This is an optimization exercise on Yosys and OpenROAD, whose aim is small area and a short achievable clock period, not a production implementation.
RTL that was checked went through simulation tests only; none was proved equivalent to the original.
The clock port is modelled as an ideal driver; clocking choices that lean on that would not hold on a real chip.
Power and IR drop assume default switching activity.

==> flow/design.v <==
package life_pkg;
    localparam int unsigned KEY_W = 3;
    typedef enum logic [KEY_W-1:0] {
        KEY_NONE  = 3'd0,
        KEY_UP    = 3'd1,
        KEY_DOWN  = 3'd2,
        KEY_LEFT  = 3'd3,
        KEY_RIGHT = 3'd4,
        KEY_FLIP  = 3'd5,
        KEY_NEXT  = 3'd6,
        KEY_RUN   = 3'd7
    } key_e;
    function automatic logic [1:0] life_strip(input logic [3:0] a, input logic [3:0] m,
                                              input logic [3:0] b);
        logic [1:0] v [4];
        logic [1:0] p;
        for (int j = 0; j < 4; j++) begin
            v[j][0] = a[j] ^ m[j] ^ b[j];
            v[j][1] = (a[j] & m[j]) | (a[j] & b[j]) | (m[j] & b[j]);
        end
        for (int j = 1; j < 3; j++) begin
            p = {a[j] & b[j], a[j] ^ b[j]};
            life_strip[j - 1] = 1'b0;
            for (int x = 0; x < 4; x++) begin
                for (int y = 0; y < 4; y++) begin
                    for (int z = 0; z < 3; z++) begin
                        if ((v[j - 1] == 2'(x)) && (v[j + 1] == 2'(y)) && (p == 2'(z))
                            && ((x + y + z == 3) || ((x + y + z == 2) && m[j]))) begin
                            life_strip[j - 1] = 1'b1;
                        end
                    end
                end
            end
        end
    endfunction
endpackage
module life_data (
    input  logic        clk,
    input  logic        reset,
    input  logic        inst,       
    input  logic [2:0]  pair,       
    input  logic        flip_en,
    input  logic [3:0]  flip_d,     
    input  logic [3:0]  flip_x,
    output logic [15:0] disp_row    
);
    logic [15:0][15:0] brd;   
    logic [15:0][15:0] chg;   
    logic [15:0]       chg_in;      
    logic [3:0]        sa, sm, sb;
    logic [3:0]        sa_q, sm_q, sb_q;   
    logic [2:0]        pair_q;             
    logic [1:0]        new_cells;
    logic [15:0]       col_sel;
    always_comb begin
        logic [7:0] ca, cm, cb;
        for (int j = 0; j < 4; j++) begin
            for (int q = 0; q < 8; q++) begin
                ca[q] = brd[0][(2 * q + j + 15) % 16];
                cm[q] = brd[1][(2 * q + j + 15) % 16];
                cb[q] = brd[2][(2 * q + j + 15) % 16];
            end
            sa[j] = ca[pair];
            sm[j] = cm[pair];
            sb[j] = cb[pair];
        end
    end
    assign new_cells = life_pkg::life_strip(sa_q, sm_q, sb_q);
    always_comb begin
        for (int j = 0; j < 16; j++) begin
            chg_in[j] = (pair_q == 3'(j / 2)) ? new_cells[j % 2] ^ sm_q[j % 2 + 1] : chg[0][j];
        end
    end
    assign col_sel  = flip_en ? (16'b1 << flip_x) : 16'b0;
    assign disp_row = brd[15];
    always_ff @(posedge clk or negedge reset) begin
        if (!reset) begin
            brd <= '0;
        end else begin
            for (int i = 0; i < 15; i++) begin
                brd[i] <= brd[i + 1] ^ ((flip_d == 4'(i + 1)) ? col_sel : 16'b0);
            end
            brd[15] <= brd[0] ^ (inst ? chg[0] : 16'b0) ^ ((flip_d == 4'd0) ? col_sel : 16'b0);
        end
    end
    always_ff @(posedge clk) begin
        sa_q    <= sa;
        sm_q    <= sm;
        sb_q    <= sb;
        pair_q  <= pair;
        chg[15] <= chg_in;
        for (int i = 0; i < 15; i++) begin
            chg[i] <= chg[i + 1];
        end
    end
endmodule
module life #(
    parameter int unsigned X         = 16,
    parameter int unsigned Y         = 16,
    parameter int unsigned LOG2X     = 4,
    parameter int unsigned LOG2Y     = 4,
    parameter int unsigned HIGH_BITS = 10
) (
    input  logic             clk,
    input  logic             reset,
    input  logic [life_pkg::KEY_W-1:0] keys,
    output logic [Y-1:0]     row,
    output logic [X-1:0]     col
);
    life_pkg::key_e       key_c;
    life_pkg::key_e       key_q;      
    logic                 sweep;      
    logic                 swap;       
    logic                 inst;       
    logic [3:0]           inst_n;     
    logic [7:0]           k;          
    logic [LOG2X-1:0]     cx;         
    logic [LOG2Y-1:0]     cd;         
    logic                 run_mode;
    logic [HIGH_BITS-1:0] prescaler;
    logic                 scan_on;    
    logic             idle_c;
    logic             start_c;
    logic             edit_c;
    logic [X-1:0]     disp_row;
    assign key_c   = life_pkg::key_e'(keys);
    assign idle_c  = !sweep && !swap;
    assign start_c = idle_c && ((key_c == life_pkg::KEY_NEXT) || (run_mode && (&prescaler)));
    assign edit_c  = idle_c && (key_c != life_pkg::KEY_NEXT) && (key_c != life_pkg::KEY_RUN);
    always_ff @(posedge clk or negedge reset) begin
        if (!reset) begin
            sweep <= 1'b0;
            swap  <= 1'b0;
            inst  <= 1'b0;
        end else begin
            swap  <= sweep && (&k);
            sweep <= start_c || (sweep && !(&k));
            inst  <= swap || (inst && !(&inst_n));
        end
    end
    always_ff @(posedge clk) begin
        k      <= sweep ? k + 1'b1 : 8'd0;
        inst_n <= inst ? inst_n + 1'b1 : 4'd0;
    end
    always_ff @(posedge clk or negedge reset) begin
        if (!reset) begin
            key_q <= life_pkg::KEY_NONE;
            cx    <= '0;
            cd    <= '0;
        end else begin
            key_q <= edit_c ? key_c : life_pkg::KEY_NONE;
            cd    <= cd - 1'b1;
            case (key_q)
                life_pkg::KEY_UP:    cd <= cd - 2'd2;
                life_pkg::KEY_DOWN:  cd <= cd;
                life_pkg::KEY_LEFT:  cx <= cx - 1'b1;
                life_pkg::KEY_RIGHT: cx <= cx + 1'b1;
                default: ;
            endcase
        end
    end
    always_ff @(posedge clk or negedge reset) begin
        if (!reset) begin
            prescaler <= '0;
            run_mode  <= 1'b0;
        end else begin
            prescaler <= prescaler + 1'b1;
            if (key_c == life_pkg::KEY_RUN) begin
                run_mode <= ~run_mode;
            end
        end
    end
    always_ff @(posedge clk or negedge reset) begin
        if (!reset) begin
            scan_on <= 1'b0;
            row     <= '0;
        end else begin
            scan_on <= 1'b1;
            row     <= {row[Y-2:0], row[Y-1] | !scan_on};
        end
    end
    assign col = disp_row;
    life_data l_data (
        .clk      (clk),
        .reset    (reset),
        .inst     (inst),
        .pair     (k[6:4]),
        .flip_en  (key_q == life_pkg::KEY_FLIP),
        .flip_d   (cd),
        .flip_x   (cx),
        .disp_row (disp_row)
    );
endmodule
export LEC_CHECK = 0
export CAP_MARGIN = 40
export CORE_MARGIN = 2
export CORE_UTILIZATION = 40
export CTS_CLUSTER_DIAMETER = 100
export CTS_CLUSTER_SIZE = 25
export SLEW_MARGIN = 40
create_clock -name core_clock -period 9.0 [get_ports {clk}]
standard.sh (not shown) runs the stock make flow with config.mk's settings and CLKGATE_MAP_FILE= SYNTH_SCRIPT=/design/flow/synth_recipe.tcl, a recipe that flattens the netlist after the stock synthesis.
==> flow/flow/run.sh <==
#!/bin/bash
# Standard layout with the port buffers a buf_2 and a tighter setup margin for repair,
# and the clock tree's root buffer removed after clock tree synthesis.
set -euo pipefail
ARGS=(SETUP_SLACK_MARGIN=6.4 "BUFFER_PORTS_ARGS=-buffer_cell sky130_fd_sc_hd__buf_2")
bash standard.sh "${ARGS[@]}" cts > flow_to_cts.log 2>&1
UNROOT_ODB=orfs/results/sky130hd/life/base/4_cts.odb openroad -no_init -exit flow/unroot.tcl > unroot.log 2>&1
bash standard.sh "${ARGS[@]}" finish > flow_to_finish.log 2>&1
==> flow/flow/unroot.tcl <==
# Remove the clock tree's root buffer: the clock port then drives the tree's first-level
# buffers (two) directly, one buffer less on every register's clock path.
set odb_file $::env(UNROOT_ODB)
read_db $odb_file
set block [ord::get_db_block]
set clk_net [$block findNet clk]
set root ""
foreach iterm [$clk_net getITerms] {
    if {[$iterm isInputSignal]} {
        set root [$iterm getInst]
    }
}
if {$root == "" || [llength [$clk_net getITerms]] != 1} {
    puts "unroot: clock port does not drive a single root buffer; layout left as it is"
    exit 0
}
set out_net [[$root findITerm X] getNet]
set loads [$out_net getITerms]
puts "unroot: root [$root getName] drives [expr {[llength $loads] - 1}] buffers"
if {[llength $loads] - 1 > 4} {
    puts "unroot: too many first-level buffers; layout left as it is"
    exit 0
}
foreach iterm $loads {
    if {[$iterm getInst] != $root} {
        $iterm disconnect
        $iterm connect $clk_net
    }
}
[$root findITerm A] disconnect
[$root findITerm X] disconnect
odb::dbInst_destroy $root
odb::dbNet_destroy $out_net
write_db $odb_file
puts "unroot: done"
Rerun with:
--- a/flow/flow/run.sh
+++ b/flow/flow/run.sh
@@ -5 +5 @@
-ARGS=(SETUP_SLACK_MARGIN=6.4 "BUFFER_PORTS_ARGS=-buffer_cell sky130_fd_sc_hd__buf_2")
+ARGS=(SETUP_SLACK_MARGIN=6.6 "BUFFER_PORTS_ARGS=-buffer_cell sky130_fd_sc_hd__buf_2")
Final cell count hardly moves; routed wire length rose slightly; global-route usage hardly moves; final area rose slightly; area after synthesis is unchanged; worst setup slack barely changes; power rose slightly; clock-buffer cell count does not change.
Rerun with:
--- a/flow/flow/run.sh
+++ b/flow/flow/run.sh
@@ -5 +5 @@
-ARGS=(SETUP_SLACK_MARGIN=6.6 "BUFFER_PORTS_ARGS=-buffer_cell sky130_fd_sc_hd__buf_2")
+ARGS=(SETUP_SLACK_MARGIN=6.2 "BUFFER_PORTS_ARGS=-buffer_cell sky130_fd_sc_hd__buf_2")
Wire length went down by 0.82%.
Total power went down by 1.1%.
Register-to-register slack gets worse by 0.18 ns.
Via count stays flat.
Final cell count went down by 0.45%.
Sequential cell count does not change.
Worst setup slack is about the same.
Global-route usage is about the same.
Synthesized cell count is unchanged.
Clock skew is about the same.
Clock power hardly moves.
Rerun with:
Settings changed: CORE_UTILIZATION 40 to 55.
After rerunning: The changed run ran to the end with no violations; setup slack is worse by 0.023 ns; design area shrinks by 0.77%; sequential share of layout area grows by 0.48 points; non-clock buffer count grows by 4.
No functional check of the RTL was part of any run of this note.

========
Setup of job 102:
Another version of the RTL of life (not shown whole).
Size: ~580 flip-flops, about 37 I/O pins, about 19000 um2 of cells after synthesis.
clock: 9.0 ns
lec_check: 0
cap_margin: 40
core_margin: 2
core_utilization: 40
cts_cluster_diameter: 100
cts_cluster_size: 25
slew_margin: 40
==> flow/flow/run.sh <==
#!/bin/bash
# Standard layout with the port buffers a buf_2 and a tighter setup margin for repair,
# and the clock tree's root buffer removed after clock tree synthesis.
set -euo pipefail
ARGS=(SETUP_SLACK_MARGIN=6.2 "BUFFER_PORTS_ARGS=-buffer_cell sky130_fd_sc_hd__buf_2")
bash standard.sh "${ARGS[@]}" cts > flow_to_cts.log 2>&1
UNROOT_ODB=orfs/results/sky130hd/life/base/4_cts.odb openroad -no_init -exit flow/unroot.tcl > unroot.log 2>&1
bash standard.sh "${ARGS[@]}" finish > flow_to_finish.log 2>&1
Scripts as last shown in full above: flow/flow/unroot.tcl
Job 102 did not stop at any stage, and its layout met the timing, design-rule and antenna checks.
--- input diff job 102..job 101 ---
==> flow/flow/run.sh <==
#!/bin/bash
# Standard layout with the port buffers a buf_2 and a tighter setup margin for repair,
# and the clock tree's root buffer removed after clock tree synthesis.
set -euo pipefail
ARGS=(SETUP_SLACK_MARGIN=6 "BUFFER_PORTS_ARGS=-buffer_cell sky130_fd_sc_hd__buf_2")
bash standard.sh "${ARGS[@]}" cts > flow_to_cts.log 2>&1
UNROOT_ODB=orfs/results/sky130hd/life/base/4_cts.odb openroad -no_init -exit flow/unroot.tcl > unroot.log 2>&1
bash standard.sh "${ARGS[@]}" finish > flow_to_finish.log 2>&1
Results
Compared with job 102, in job 101 final worst-path setup slack shows a reduction of 0.017 ns; total power shows no meaningful change.
The global-route usage was comparable across job 101 and job 102.
Net switching share of the total power essentially unchanged between job 101 and job 102.
The clock latency on the worst-skew pair of job 101 and that of job 102 are within noise of each other.
The first-iteration DRC count in job 101 sits 3.5% below the value recorded for job 102.
Re worst slew margin relative to its limit: job 101 and job 102 aren't equal, and the lower value belongs to job 102.

========
Setup of the previous run:
life, a different RTL version from the one above (not shown whole).
Size in the first run: roughly 2,100 cells after synthesis, about 560 flip-flops, roughly 37 I/O pins, ~23,000 um2 of cells after synthesis.
Settings: LEC_CHECK=0, CAP_MARGIN=40, CORE_MARGIN=2, CORE_UTILIZATION=40, CTS_BUF_LIST=sky130_fd_sc_hd__clkbuf_4 sky130_fd_sc_hd__clkbuf_8, SETUP_SLACK_MARGIN=5, SLEW_MARGIN=40; clock period 9.0 ns.
run.sh (not shown) runs the stock make flow with config.mk's settings and CLKGATE_MAP_FILE= SYNTH_SCRIPT=/design/flow/synth_recipe.tcl, a recipe that flattens the netlist after the stock synthesis.
Stock flow here: none of the scripts above is used.
Input changes introduced in the current run (baseline for comparison: the previous run):
Settings: CTS_BUF_LIST removed (was sky130_fd_sc_hd__clkbuf_4 sky130_fd_sc_hd__clkbuf_8).
Results
- The current run finished all stages; the layout is clean.
- Compared with the previous run, the detailed router inserted fewer vias in the current run.
- Against the previous run as the reference, the current run delivers a lower routed wire length.
- Register-to-register slack, the previous run and the current run: smaller value in the current run
- Compared with the previous run, the current run ends up with a smaller final cell area.
- The estimated power of the current run ends up lower than the estimate for the previous run.
- The previous run and the current run ended up with roughly the same setup slack after layout.
- Comparing the previous run and the current run, the higher sequential cell fraction of total power is on the current run.
- Headroom to the max-slew limit in the current run vs the previous run: up 0.75 points
- On non-clock buffer area fraction after layout, the previous run and the current run are neck and neck.
- Re clock share of power: the previous run and the current run aren't equal, and the lower value belongs to the current run.
- Relative to the previous run, fraction of area in clock buffers and inverters has decreased by 0.76 points in the current run.
No run of this note included a check of the RTL's function; only the layout flow was run.

========
## v43
Another version of the RTL of life (not shown whole).
Size in the first run: about 570 flip-flops, roughly 0.020 sq mm of cells after synthesis.
Settings: LEC_CHECK=0, CAP_MARGIN=40, CORE_MARGIN=2, CORE_UTILIZATION=40, CTS_CLUSTER_DIAMETER=100, CTS_CLUSTER_SIZE=25, SLEW_MARGIN=40; clock period 9.0 ns.
standard.sh (not shown) runs the stock make flow with config.mk's settings and CLKGATE_MAP_FILE= SYNTH_SCRIPT=/design/flow/synth_recipe.tcl, a recipe that flattens the netlist after the stock synthesis.
==> flow/flow/run.sh <==
#!/bin/bash
# Standard layout, with the port buffers a buf_2 and a tighter setup margin for repair.
set -euo pipefail
bash standard.sh SETUP_SLACK_MARGIN=6 "BUFFER_PORTS_ARGS=-buffer_cell sky130_fd_sc_hd__buf_2" finish > standard_flow.log 2>&1
Inputs modified between v43 and v2:
==> flow/flow/run.sh <==
#!/bin/bash
# Standard layout, with the port buffers a buf_2 and a tighter setup margin for repair.
set -euo pipefail
bash standard.sh SETUP_SLACK_MARGIN=5.7 "BUFFER_PORTS_ARGS=-buffer_cell sky130_fd_sc_hd__buf_2" finish > standard_flow.log 2>&1
### Flow results
v2 ends up with a number of clock-tree buffers in the layout that is 5 higher than in v43.
Taking v43 as the reference, in v2 proportion of power drawn by the clock network increased by 1.0 points relative to the old numbers; worst endpoint required time shrank by 2.33 ns; shortest period the worst path allows now sits higher; detailed-placement wirelength estimate shows no meaningful change; post-route cell area moved down.
l_data.chg_q[0] as the capturing element of the worst setup path was reported by v43, and col[5] by v2.
As of v2, power had fallen slightly compared to v43.
Against v43, total net switching power in v2 fell slightly.
Compared with v43, v2 improves routed wire length.
Between v43 and v2, the share of total power consumed by net switching figures differ only marginally.
### v2 -> v32
==> flow/flow/run.sh <==
#!/bin/bash
# Standard layout with the port buffers a buf_2 and a tighter setup margin for repair,
# and the clock tree's root buffer removed after clock tree synthesis.
set -euo pipefail
ARGS=(SETUP_SLACK_MARGIN=6 "BUFFER_PORTS_ARGS=-buffer_cell sky130_fd_sc_hd__buf_2")
bash standard.sh "${ARGS[@]}" cts > flow_to_cts.log 2>&1
UNROOT_ODB=orfs/results/sky130hd/life/base/4_cts.odb openroad -no_init -exit flow/unroot.tcl > unroot.log 2>&1
bash standard.sh "${ARGS[@]}" finish > flow_to_finish.log 2>&1
==> flow/flow/unroot.tcl (new file) <==
# Remove the clock tree's root buffer: the clock port then drives the tree's first-level
# buffers (two) directly, one buffer less on every register's clock path.
set odb_file $::env(UNROOT_ODB)
read_db $odb_file
set block [ord::get_db_block]
set clk_net [$block findNet clk]
set root ""
foreach iterm [$clk_net getITerms] {
    if {[$iterm isInputSignal]} {
        set root [$iterm getInst]
    }
}
if {$root == "" || [llength [$clk_net getITerms]] != 1} {
    puts "unroot: clock port does not drive a single root buffer; layout left as it is"
    exit 0
}
set out_net [[$root findITerm X] getNet]
set loads [$out_net getITerms]
puts "unroot: root [$root getName] drives [expr {[llength $loads] - 1}] buffers"
if {[llength $loads] - 1 > 4} {
    puts "unroot: too many first-level buffers; layout left as it is"
    exit 0
}
foreach iterm $loads {
    if {[$iterm getInst] != $root} {
        $iterm disconnect
        $iterm connect $clk_net
    }
}
[$root findITerm A] disconnect
[$root findITerm X] disconnect
odb::dbInst_destroy $root
odb::dbNet_destroy $out_net
write_db $odb_file
puts "unroot: done"
==> run summary <==
v32: no failed stages, no open violations at the end. Compared with v2, v32 shows a worst setup slack that is 0.13 ns higher. Diff v2 -> v32: area share of buffers outside the clock network grew by 1.6 points; critical path buffer and inverter count saw an increase; overall fraction of global-route tracks in use increased by 0.21 points relative to the old numbers; static leakage climbed about 1.9%. Row clock network fraction of design power: v32 lower / v2 higher.

[static timing again, ports no longer ideal]
The flow's constraints put no driver on any port. The routed layouts listed below were extracted and timed again, unchanged, in two steps. Step 1: set_driving_cell puts a clkbuf_16 on clk and a buf_2 on each other input, an assumption about the parent block. Step 2 adds t to the input delays and takes it off the output delays; t is the mean of the earliest and latest rising clock arrival at the registers after step 1. Input paths then give back, and output paths get back, about the clock's delay inside the block. Slacks: no drivers / after step 1 / after step 2; pairs: no drivers / after step 1.
run | shift t [ns] | setup slack, ns | hold WS [ns] | worst register clock-pin slew, ns | worst data-port slew with drivers (ns)
the first run of note 1 | 0.491 | 6.179 / 6.114 / 6.135 | 0.312 / 0.312 / 0.312 | 0.10 / 0.10 | 0.06
the second run of note 1 | 0.492 | 6.179 / 6.114 / 6.238 | 0.312 / 0.312 / 0.312 | 0.10 / 0.10 | 0.07
the third run of note 1 | 0.489 | 6.179 / 6.114 / 5.960 | 0.312 / 0.312 / 0.312 | 0.10 / 0.10 | 0.06
the fourth run of note 1 | 0.516 | 6.156 / 6.085 / 6.019 | 0.304 / 0.305 / 0.305 | 0.11 / 0.11 | 0.06
job 102 | 0.500 | 6.156 / 6.089 / 6.015 | 0.315 / 0.315 / 0.315 | 0.10 / 0.10 | 0.06
job 101 | 0.500 | 6.139 / 6.072 / 6.018 | 0.312 / 0.312 / 0.312 | 0.10 / 0.10 | 0.06
the previous run | 0.710 | 5.188 / 5.219 / 4.509 | 0.333 / 0.333 / 0.333 | 0.07 / 0.07 | 0.05
the current run | 0.658 | 5.188 / 5.230 / 4.572 | 0.320 / 0.320 / 0.320 | 0.07 / 0.07 | 0.06
v43 | 0.634 | 5.997 / 5.941 / 5.766 | 0.335 / 0.335 / 0.335 | 0.10 / 0.10 | 0.05
v2 | 0.631 | 5.834 / 5.778 / 5.838 | 0.332 / 0.332 / 0.332 | 0.11 / 0.11 | 0.05
v32 | 0.511 | 5.962 / 5.962 / 5.811 | 0.336 / 0.336 / 0.336 | 0.10 / 0.10 | 0.05
After both steps setup and hold are still met in every run listed. The setup slack of the previous run, which loses most, moves by +0.031 ns with the drivers and by -0.679 ns with both steps. Setup slack includes reset recovery checks.
